Source: an optimization exercise on an open RTL-to-GDS flow (aim: small area). Production flows keep margins and buffers that such runs may drop.
In this exercise RTL edits were held to simulation tests only and were not proved equivalent to the original.
Power is estimated from default activity; no workload was simulated.

### design.v
package fft_pkg;
    localparam int unsigned N_POINTS = 16;
    localparam int unsigned DATA_W   = 16;
    localparam int unsigned LOG2N    = 4;
    localparam int unsigned CNT_W    = LOG2N + 1;
    typedef struct packed {
        logic [DATA_W-1:0] re;
        logic [DATA_W-1:0] im;
    } sample_t;
    typedef enum logic {
        ST_FILL = 1'b0,
        ST_FULL = 1'b1
    } load_state_t;
    function automatic logic [LOG2N-1:0] bitrev(input logic [LOG2N-1:0] idx);
        logic [LOG2N-1:0] r;
        r = '0;
        for (int i = 0; i < LOG2N; i++) begin
            r[i] = idx[LOG2N-1-i];
        end
        bitrev = r;
    endfunction
endpackage
module toggle_detect (
    input  logic clk,
    input  logic rst,
    input  logic level,
    output logic level_q,
    output logic change_c
);
    always_ff @(posedge clk) begin
        if (rst) begin
            level_q <= 1'b0;
        end else begin
            level_q <= level;
        end
    end
    assign change_c = level != level_q;
endmodule
import fft_pkg::*;
module fft_input_loader (
    input  logic                       clk,
    input  logic                       rst,
    input  logic                       s_valid,
    output logic                       s_ready,
    input  logic [DATA_W-1:0]          s_real,
    input  logic [DATA_W-1:0]          s_imag,
    output logic [N_POINTS*DATA_W-1:0] frame_real,
    output logic [N_POINTS*DATA_W-1:0] frame_imag,
    output logic                       new_input_flag,
    input  logic                       fft_ready_flag,
    output logic                       fft_busy,
    output logic [15:0]                frames_launched
);
    fft_pkg::load_state_t                       state;
    fft_pkg::load_state_t                       state_nxt;
    logic [CNT_W-1:0]                  fill_cnt;
    logic [N_POINTS-1:0][DATA_W-1:0]   fill_real;
    logic [N_POINTS-1:0][DATA_W-1:0]   fill_imag;
    logic [LOG2N-1:0]                  lane_c;
    logic                              accept_c;
    logic                              launch_c;
    logic                              ready_q;
    logic                              ready_tgl_c;
    assign s_ready  = !rst && (fill_cnt != CNT_W'(N_POINTS));
    assign lane_c = fft_pkg::bitrev(fill_cnt[LOG2N-1:0]);
    toggle_detect u_ready_det (
        .clk      (clk),
        .rst      (rst),
        .level    (fft_ready_flag),
        .level_q  (ready_q),
        .change_c (ready_tgl_c)
    );
    always_ff @(posedge clk) begin
        if (rst) begin
            state <= ST_FILL;
        end else begin
            state <= state_nxt;
        end
    end
    always_comb begin
        state_nxt = state;
        accept_c  = 1'b0;
        launch_c  = 1'b0;
        case (state)
            ST_FILL: begin
                accept_c = s_valid && s_ready;
                if (accept_c && (fill_cnt == CNT_W'(N_POINTS - 1))) begin
                    state_nxt = ST_FULL;
                end
            end
            ST_FULL: begin
                if (!fft_busy) begin
                    launch_c  = 1'b1;
                    state_nxt = ST_FILL;
                end
            end
            default: state_nxt = ST_FILL;
        endcase
    end
    always_ff @(posedge clk) begin
        if (rst) begin
            fill_cnt        <= '0;
            fill_real       <= '0;
            fill_imag       <= '0;
            frame_real      <= '0;
            frame_imag      <= '0;
            new_input_flag  <= 1'b0;
            fft_busy        <= 1'b0;
            frames_launched <= '0;
        end else begin
            if (accept_c) begin
                fill_real[lane_c] <= s_real;
                fill_imag[lane_c] <= s_imag;
                fill_cnt          <= fill_cnt + CNT_W'(1);
            end
            if (launch_c) begin
                frame_real      <= fill_real;
                frame_imag      <= fill_imag;
                new_input_flag  <= ~new_input_flag;
                fill_cnt        <= '0;
                frames_launched <= frames_launched + 16'd1;
            end
            if (launch_c) begin
                fft_busy <= 1'b1;
            end else if (ready_tgl_c) begin
                fft_busy <= 1'b0;
            end
        end
    end
endmodule
### config.mk
export PLATFORM = sky130hd
export DESIGN_NAME = fft_input_loader
export DESIGN_NICKNAME = fft_input_loader
export VERILOG_FILES = /design/flow/design.v
export SDC_FILE = /design/flow/constraint.sdc
export NUM_CORES = 4
export LEC_CHECK = 0
export CAP_MARGIN = 20
export CORE_MARGIN = 2
export CORE_UTILIZATION = 40
export PLACE_DENSITY = 0.6
export SLEW_MARGIN = 20
### constraint.sdc
create_clock -name core_clock -period 6.0 [get_ports {clk}]
set_input_delay 1.2000 -clock core_clock [delete_from_list [all_inputs] [get_ports {clk}]]
set_output_delay 1.2000 -clock core_clock [all_outputs]
set_load 0.01 [all_outputs]
### run.sh
#!/bin/bash
# synth_recipe.tcl (not shown) runs the flow's synth.tcl, then flattens the netlist and writes it again
# the make line also repeats each setting of config.mk as NAME=value (left out here)
make -C /OpenROAD-flow-scripts/flow DESIGN_CONFIG=/design/flow/config.mk WORK_HOME=/design/flow/orfs CLKGATE_MAP_FILE= SYNTH_SCRIPT=/design/flow/synth_recipe.tcl finish
==> run_results.csv <==
group,metric,value,unit
status,run_status,"complete, no violations",
drt,drt-pass1-iter-count,5,
placed_design,placement.cell_area,43700,um2
drt,routed-via-count,32500,
cells_and_area,final_core_util,51.1,%
drt,postRouteWirelength,128000,um
pwr,total_leakage_power,15.5,nW
cts,cts_tree,"yes",
synthesis,yosys.cell_types.count,59,
sta,timing.final.max_slew_violations,0,
cells_and_area,number_of_fill_cells_in_the_layout,8795,
global_route,grt_pass1_wl,189000,um
drt,drc,0,
cells_and_area,post-route-cell-area,47500,um2
setup_path,path_class,"flip-flop to output port",
cts,clock-root-buffer,"clkbuf_16",
setup_path,critical_path_required,4800,ps
sta,postLayoutSetupSlackWorst,1310,ps
job,maxCapViolCount,0,
placed_design,dp.cells,5907,
cts,clk_latency,690,ps
sta,final_skew,25.2,ps
die,die_y,309,um
placed_design,portBuffers,566,
die,ios,567,
die,die-width,309,um
sta,tightestPinTransition,1190,ps
cts,ctsHoldBuffers,0,
cells_and_area,area_growth,27.3,%
cts,clk_transition_reported_paths,60,ps
synthesis,dominantRegCellSynth,"dfxtp_1",
drt,vias_per_cell,5.32,
drt,detail_route.wl_per_cell,20.9,um
synthesis,yosys.area.top_type,"dfxtp_1",
die,initial_core_util,40.1,%
setup_path,crit_path_max_fanout,19,
sta,period_minus_slack,4690,ps
cts,post-cts-setup-buffer-count,0,
setup_path,worst_ep_arrival_time,3490,ps
cells_and_area,final-instance-count-excl-fill,6111,
drt,ant_nets,0,
synthesis,ys_ff_latch,1049,
setup_path,crit_path_end_kind,"output port",
pwr,worst_ir_drop_on_vdd,0.000218,V
synthesis,synth_sequential_area_ratio,56.3,%
synthesis,synthesis.instances,4412,
sta,timing.final.crit_share,78.1,%
pwr,totalPowerFinal,14.5,mW
placed_design,routability_congestion_estimate_from_global_placement,0.796,
global_route,number_of_global_route_vias_before_repair,29800,
synthesis,post_synth_instance_area,37300,um2
global_route,grt_max_degree,228,
synthesis,synthesis.area_per_instance,8.45,um2
cts,postCtsResizedCells,0,
pwr,power_per_cell_area,306,nW/um2
cts,cts.sink_count,1049,
cts,clock_tree.buffer_depth,3,
min_path,hold_crit_class,"flip-flop to flip-flop",
sta,rsz0062_at_grt,"no",
sta,timing.max_slew.rel_slack,20.6,%
cts,numCtsBuffers,109,
synthesis,synth_async_sr_flop_share,0,%
placed_design,dpl_worst_slack,1640,ps
drt,first_iter_violations,3037,
synthesis,synth-warning-count,2,
die,floorplan.core_area,92900,um2
synthesis,synth_enable_flop_cells,0,
synthesis,synth.net_count,4455,
global_route,antenna_found_initial,1,
die,die-area,95700,um2
cts,clock_tree.htree_level_count,3,
sta,fmax,213,MHz
sta,setup_viol,0,
cells_and_area,num-nets-final,4809,
global_route,total_global_routing_track_utilization,25.6,%
synthesis,post_synth_main_area_contributors,"dfxtp_1, nand2_1, a21oi_1",
cells_and_area,layout_commonest_cell,"nand2_1",
sta,fin_hold_ws,434,ps
cells_and_area,post_route_cells_drive_above_1_share,6.26,%
global_route,global_route.overflow_total,0,
synthesis,synth_top_area_share,56.3,%
die,placementRows,112,
placed_design,dp.final_hpwl,75100,um
sta,report.final.hold_viol_count,0,
sta,setup-tns-final,0,ps
setup_path,critPathLaunchType,"flip-flop",
cells_and_area,highest_count_cells_in_the_layout_ignoring_fill_and_taps,"nand2_1, dfxtp_1, a21oi_1",
==> worst paths after layout <==
path                            slack, ps  cells after the start               to      startpoint
worst max-delay path                 1310                      5          s_ready     fill_cnt[3]
worst min-delay path                  430                      2  frame_imag[171]  fill_imag[171]
worst max register to register       1790                      6    fill_real[56]     fill_cnt[3]
worst min register to register        430                      2  frame_imag[171]  fill_imag[171]
==> synth_stat cells (3+ instances only) <==
library cell / n
buf_2: 66
nand2_1: 1228
or3_1: 4
buf_1: 19
a31oi_1: 3
mux2i_1: 48
a211oi_4: 4
nor3_1: 10
nand3_1: 216
a21oi_1: 847
nand2b_1: 70
o31ai_1: 8
clkbuf_1: 308
a21oi_2: 3
nor3_2: 4
mux2_2: 4
buf_6: 5
o21ai_0: 225
nor3b_1: 3
xnor2_1: 15
o211ai_1: 5
inv_1: 9
xor2_1: 4
nor2b_1: 12
ha_1: 7
nand4_1: 29
buf_4: 6
dfxtp_1: 1049
nor4_1: 4
nor2_1: 28
a22o_1: 128
mux2_4: 4
==> cells by family after synthesis <==
group	count (synthesis)	share of synthesized area (%)
compound gates	1234	18.3
buf+inv	414	4.55
simple gates	1633	18.6
mux	56	1.57
fa+ha+maj	7	0.235
flops	1049	56.3
xor+xnor	19	0.446
==> critical path: stages, from the launching register on <==
cell             delay, ps
dfxtp_1                550
clkinv_1               590
ha_1                   620
and3_1                 320
nor2_1                 100
clkdlybuf4s50_1        640
==> registers in the layout, summed over array words and instances, names as in the netlist <==
register	flops
frame_imag	256
fft_busy	1
state	1
u_ready_det.level_q	1
fill_real	256
frames_launched	16
frame_real	256
fill_imag	256
fill_cnt	5
new_input_flag	1
==> area by class of cell <==
class	count	area, um2	share of cell area, %
Multi-Input combinational cell	2949	14700	31.0
Sequential cell	1049	21000	44.2
Clock buffer	169	3300	6.94
Tap cell	1254	1570	3.30
Inverter	10	37.5	0.0790
Antenna cell	1	2.50	0.00527
Clock inverter	32	469	0.988
Timing Repair Buffer	647	6400	13.5
==> power by group <==
group / leakage (nW) / internal (mW) / switching (mW) / total, mW
sequential: 8.45 / 6.98 / 0.00796 / 6.99
combinational: 5.23 / 0.0928 / 0.403 / 0.496
clock: 1.86 / 4.24 / 2.83 / 7.07
total: 15.5 / 11.3 / 3.24 / 14.5
==> routing by layer <==
metal | GRT usage [%] | vias up | share of wire (%)
li1 | - | 15500 | -
met1 | 35.2 | 15700 | 44
met2 | 41.0 | 1109 | 46
met3 | 4.23 | 171 | 6.9
met4 | 8.35 | 0 | 2.8
met5 | 0 | - | 0

afterwards: timing with drivers on the ports:
No port has a modelled driver above. Below, the same layout with a new extraction and two added sets of constraints. Step 1: set_driving_cell puts a clkbuf_16 on clk and a buf_2 on each other input, an assumption about the parent block. Step 2 also shifts input and output timing later by t, the mid clock arrival at the registers, as if the neighbouring blocks saw the same clock. Three values: ideal, step 1, step 2; two values: the first two.
shift t [ns]: 0.744
setup slack, ns: 1.311 / 1.243 / 1.512
worst setup path at the end: input to register
slew at the worst register clock pin (ns): 0.06 / 0.06
worst data-port slew with drivers (ns): 0.10
After both steps setup and hold are still met in this run. The setup slack of this run moves by -0.068 ns with the drivers and by +0.201 ns with both steps.
